What follows belongs to an exercise in optimizing a design on an open flow for small area; a production flow would make more cautious choices. In this exercise RTL edits were held to simulation tests only and were not proved equivalent to the original. Power is estimated from default activity; no workload was simulated.

job 501:
Design fpu_seq, start of the top module:
module fpu_seq (
  input  logic        clk,
  input  logic        reset,
  input  logic        Start,
  input  logic [1:0]  FPUOp,
  input  logic [31:0] SrcA,
  input  logic [31:0] SrcB,
  output logic [31:0] Result,
  output logic        Done,
  output logic        Busy,
  output logic [3:0]  FPUFlags
);
  localparam logic [3:0] S_IDLE = 4'd0;
  localparam logic [3:0] S_A1   = 4'd1;   
  localparam logic [3:0] S_A2   = 4'd2;   
  localparam logic [3:0] S_A3   = 4'd3;   
  localparam logic [3:0] S_AL   = 4'd4;   
  localparam logic [3:0] S_ML   = 4'd5;   
  localparam logic [3:0] S_M4   = 4'd6;   
  localparam logic [3:0] S_NORM = 4'd7;   
  localparam logic [3:0] S_PACK = 4'd8;   
  localparam logic [3:0] S_RSV  = 4'd9;   
  localparam logic [3:0] S_DONE = 4'd10;
  localparam logic [3:0] S_A5   = 4'd11;  
  localparam logic [3:0] S_A6   = 4'd12;  
  localparam logic [3:0] S_M3   = 4'd13;  
  localparam logic [3:0] S_M3B  = 4'd14;
  localparam logic [3:0] S_A0   = 4'd15;
  logic [3:0]  r_state;
  logic [3:0]  w_next;
  logic [31:0] r_a;
  logic [31:0] r_b;
  logic [25:0] r_acc;
  logic [9:0]  r_ex;
  logic        r_swap;
  logic [7:0] w_eA, w_eB;
  logic       w_hA, w_hB, w_infA, w_infB;
  assign w_eA   = r_a[30:23];
  assign w_eB   = r_b[30:23];
  assign w_hA   = |w_eA;
  assign w_hB   = |w_eB;
  assign w_infA = &w_eA;
  assign w_infB = &w_eB;
  logic w_accZ, w_exNZ;
  assign w_accZ = ~|r_acc;
  assign w_exNZ = |r_ex;
  assign Result   = {r_a[31], r_ex[7:0], r_acc[23:1]};
  assign FPUFlags = {r_a[31], ~|r_ex[7:0], 1'b0, &r_ex[7:0]};
  assign Done     = (r_state == S_DONE);
  assign Busy     = (r_state != S_IDLE);
  logic        w_ySelB;    
  logic        w_yEn;      
  logic        w_sub;
  logic [24:0] w_x, w_y;
  logic [25:0] w_sum;
  assign w_x = r_acc[25:1] ^ {25{w_sub}};
  assign w_y = {w_yEn, (w_ySelB ? r_b[22:0] : r_a[22:0]) & {23{w_yEn}}, 1'b0};
  logic [25:0] w_c;
  assign w_c[0] = w_sub;
  for (genvar i = 0; i < 25; i++) begin : g_add
    assign w_sum[i]  = w_x[i] ^ w_y[i] ^ w_c[i];
    assign w_c[i+1]  = (w_x[i] & w_y[i]) | (w_c[i] & (w_x[i] ^ w_y[i]));
  end
  assign w_sum[25] = w_c[25];
  logic w_redo;
  assign w_redo = r_acc[25] & (r_a[31] ^ r_b[31]);
  logic [9:0] w_p, w_q, w_exSum;
  logic       w_cin;
  logic [10:0] w_ec;
  assign w_ec[0] = w_cin;
  for (genvar i = 0; i < 10; i++) begin : g_eadd
  ...
Size: about 560 cells after synthesis, about 110 flip-flops, about 6000 sq um of cells after synthesis.
clock: 11.0 ns
lec_check: 0
abc_area: 1
cap_margin: 0
core_margin: 2
core_utilization: 65
slew_margin: 0
standard.sh (not shown) runs the stock make flow with config.mk's settings and CLKGATE_MAP_FILE= SYNTH_SCRIPT=/design/flow/synth_recipe.tcl, a recipe that flattens the netlist after the stock synthesis.
==> flow/flow/run.sh <==
#!/bin/bash
# The standard layout with two changes:
#  - synthesis maps the logic with an area-oriented ABC script (flow/area.abc);
#    registers are untouched, so they are the standard synthesis's registers;
#  - the port buffers use the smallest buffer cell.
set -euo pipefail
W=$(pwd)
sed "s#^source \$::env(SCRIPTS_DIR)/synth_preamble.tcl#&\nset abc_args [list -script $W/flow/area.abc {*}[lrange \$abc_args 2 end]]#" \
  "$FLOW_HOME/scripts/synth.tcl" > my_synth.tcl
grep -q "flow/area.abc" my_synth.tcl
sed "s#source \$::env(SCRIPTS_DIR)/synth.tcl#source $W/my_synth.tcl#" synth_recipe.tcl > my_synth_recipe.tcl
grep -q "my_synth.tcl" my_synth_recipe.tcl
sed "s#SYNTH_SCRIPT=[^ ]*#SYNTH_SCRIPT=$W/my_synth_recipe.tcl#" standard.sh > my_standard.sh
grep -q "my_synth_recipe.tcl" my_standard.sh
export BUFFER_PORTS_ARGS="-buffer_cell sky130_fd_sc_hd__buf_1"
export CTS_ARGS="-sink_clustering_enable -repair_clock_nets -dont_use_dummy_load -sink_clustering_size 30 -sink_clustering_max_diameter 80"
bash my_standard.sh > standard_flow.log 2>&1
==> flow/flow/area.abc <==
strash
&get -n
&st
&dch
&nf -R 1000
&st
&dch
&nf -R 1000
&put
topo
Changes in job 4048 relative to job 501:
# job 501
export LEC_CHECK = 0
export ABC_AREA = 1
export CAP_MARGIN = 0
export CORE_MARGIN = 2
export CORE_UTILIZATION = 65
export SLEW_MARGIN = 0
create_clock -name core_clock -period 11.0 [get_ports {clk}]
# job 4048
export LEC_CHECK = 0
export ABC_AREA = 1
export CAP_MARGIN = 0
export CORE_MARGIN = 2
export CORE_UTILIZATION = 72
export SLEW_MARGIN = 0
create_clock -name core_clock -period 11.0 [get_ports {clk}]
-- flow/flow/run.sh --
<<< job 501, line 16
export CTS_ARGS="-sink_clustering_enable -repair_clock_nets -dont_use_dummy_load -sink_clustering_size 30 -sink_clustering_max_diameter 80"
>>> job 4048, line 16
export CTS_ARGS="-sink_clustering_enable -repair_clock_nets -dont_use_dummy_load -root_buf sky130_fd_sc_hd__clkbuf_8 -buf_list sky130_fd_sc_hd__clkbuf_4"
### Flow results
Per the comparison of job 4048 with job 501, area growth from synthesis to layout has decreased, setup slack has decreased.
Lower met1 demand-to-capacity share in global routing goes to job 501 over job 4048.
In the tables for job 501 and job 4048, number of placement rows reads lower with job 4048.
Startpoint of the worst setup timing path = r_b[26]: job 501; startpoint of the worst setup timing path = r_b[24]: job 4048
As far as remaining antenna violation count goes, job 4048 and job 501 are indistinguishable; the numbers are identical.
What job 4048 reported for detailed-routed wire length on met3 has to be multiplied by 0.75 to get the figure for job 501.
Compared with job 501, via count in job 4048 increased by a few percent.
Relative to job 501, overall track demand over capacity in global routing has increased by 3.8 points in job 4048.
From job 501 to job 4048 the numbers moved as follows: max capacitance violation total held steady; fraction of layout instances using a drive strength above 1 ~0 delta.
The inputs of job 1625 differ from those of job 4048 as listed below.
# job 4048
export LEC_CHECK = 0
export ABC_AREA = 1
export CAP_MARGIN = 0
export CORE_MARGIN = 2
export CORE_UTILIZATION = 72
export SLEW_MARGIN = 0
create_clock -name core_clock -period 11.0 [get_ports {clk}]
# job 1625
export LEC_CHECK = 0
export ABC_AREA = 1
export CAP_MARGIN = 0
export CORE_MARGIN = 2
export CORE_UTILIZATION = 65
export SLEW_MARGIN = 0
create_clock -name core_clock -period 11.0 [get_ports {clk}]
-- flow/flow/run.sh --
<<< job 4048, line 16
export CTS_ARGS="-sink_clustering_enable -repair_clock_nets -dont_use_dummy_load -root_buf sky130_fd_sc_hd__clkbuf_8 -buf_list sky130_fd_sc_hd__clkbuf_4"
>>> job 1625, line 16
--- outcome ---
Compared with job 4048, the router placed fewer vias in job 1625.
Delta (job 1625 minus job 4048): share of cell area taken by flip-flops and latches decreased by 0.60 points relative to the old numbers, slew at the pin closest to its max-slew limit increased by 77 ps relative to the old numbers, setup slack after layout increased by 9.9 ps relative to the old numbers.
Summary: with job 4048 as the reference, worst IR drop on VDD in job 1625 moved down by a few percent.
Diff job 4048 -> job 1625: final period demand of the worst path has decreased, via count of the first global-routing pass has increased, count of different cell masters after synthesis has remained practically unchanged, power has increased, detail-routed via count per cell has decreased.
Job 4048 reports its slowest cell on the critical path as sky130_fd_sc_hd__fa_1 while job 1625 reports sky130_fd_sc_hd__edfxtp_1.
### job 1625 -> job 2512
# job 1625
export LEC_CHECK = 0
export ABC_AREA = 1
export CAP_MARGIN = 0
export CORE_MARGIN = 2
export CORE_UTILIZATION = 65
export SLEW_MARGIN = 0
create_clock -name core_clock -period 11.0 [get_ports {clk}]
# job 2512
export LEC_CHECK = 0
export ABC_AREA = 1
export CAP_MARGIN = 0
export CORE_MARGIN = 2
export CORE_UTILIZATION = 65
export GPL_TIMING_DRIVEN = 0
export SLEW_MARGIN = 0
create_clock -name core_clock -period 11.0 [get_ports {clk}]
-- flow/flow/run.sh --
<<< job 1625, line 16
>>> job 2512, line 16
export SYNTH_INSBUF=0
export CTS_ARGS="-sink_clustering_enable -repair_clock_nets -dont_use_dummy_load"
Notes after the runs:
Between job 1625 and job 2512, number of buffers other than clock buffers in the final layout decreased. In the flow results for job 2512 and job 1625, the fraction of area in multi-input gates is larger on job 2512. Changes observed in job 2512 relative to job 1625: power consumption saw a decrease; total area of sequential cells saw an increase. Looking at setup slack across both flows, job 2512 is the stronger of the two, with job 1625 trailing. Job 2512 ends up with a area share of fa/ha/maj cells after synthesis that is 0.53 points higher than in job 1625. Looking only at basic-gate share of the synthesized area counting and, or, nand and nor cells, and setting everything else aside, the lower value of job 2512 and job 1625 goes to job 1625. The destination of the critical timing path comes out r_acc[25] in one run and r_acc[24] in the other, namely in job 2512 and job 1625 respectively. Taking job 1625 as the reference, in job 2512 die outline width -2.1 um, xor/xnor cell area share of the yosys netlist +0.19 points.

port drivers added, routing unchanged:
How much do the figures lean on ideal ports? The routed layouts below were timed once more, with nothing changed but the port constraints. Step 1, drivers: a clkbuf_16 drives clk and a buf_2 each remaining input, both assumed. Step 2 moves the port delays by t, midway between the first and last clock arrival at a register: inputs arrive t later, outputs are due t later. That takes back most of the time a late clock gives input paths. Three values: no drivers, after step 1, after step 2; two values: the first two.
run	t, ns	slack for setup (ns)	worst data-port slew with drivers (ns)
job 501	0.403	0.349 / 0.349 / 0.349	0.04
job 4048	0.388	0.329 / 0.329 / 0.329	0.04
job 1625	0.415	0.339 / 0.339 / 0.339	0.04
job 2512	0.388	0.342 / 0.342 / 0.342	0.05
After both steps setup and hold are still met in every run listed.
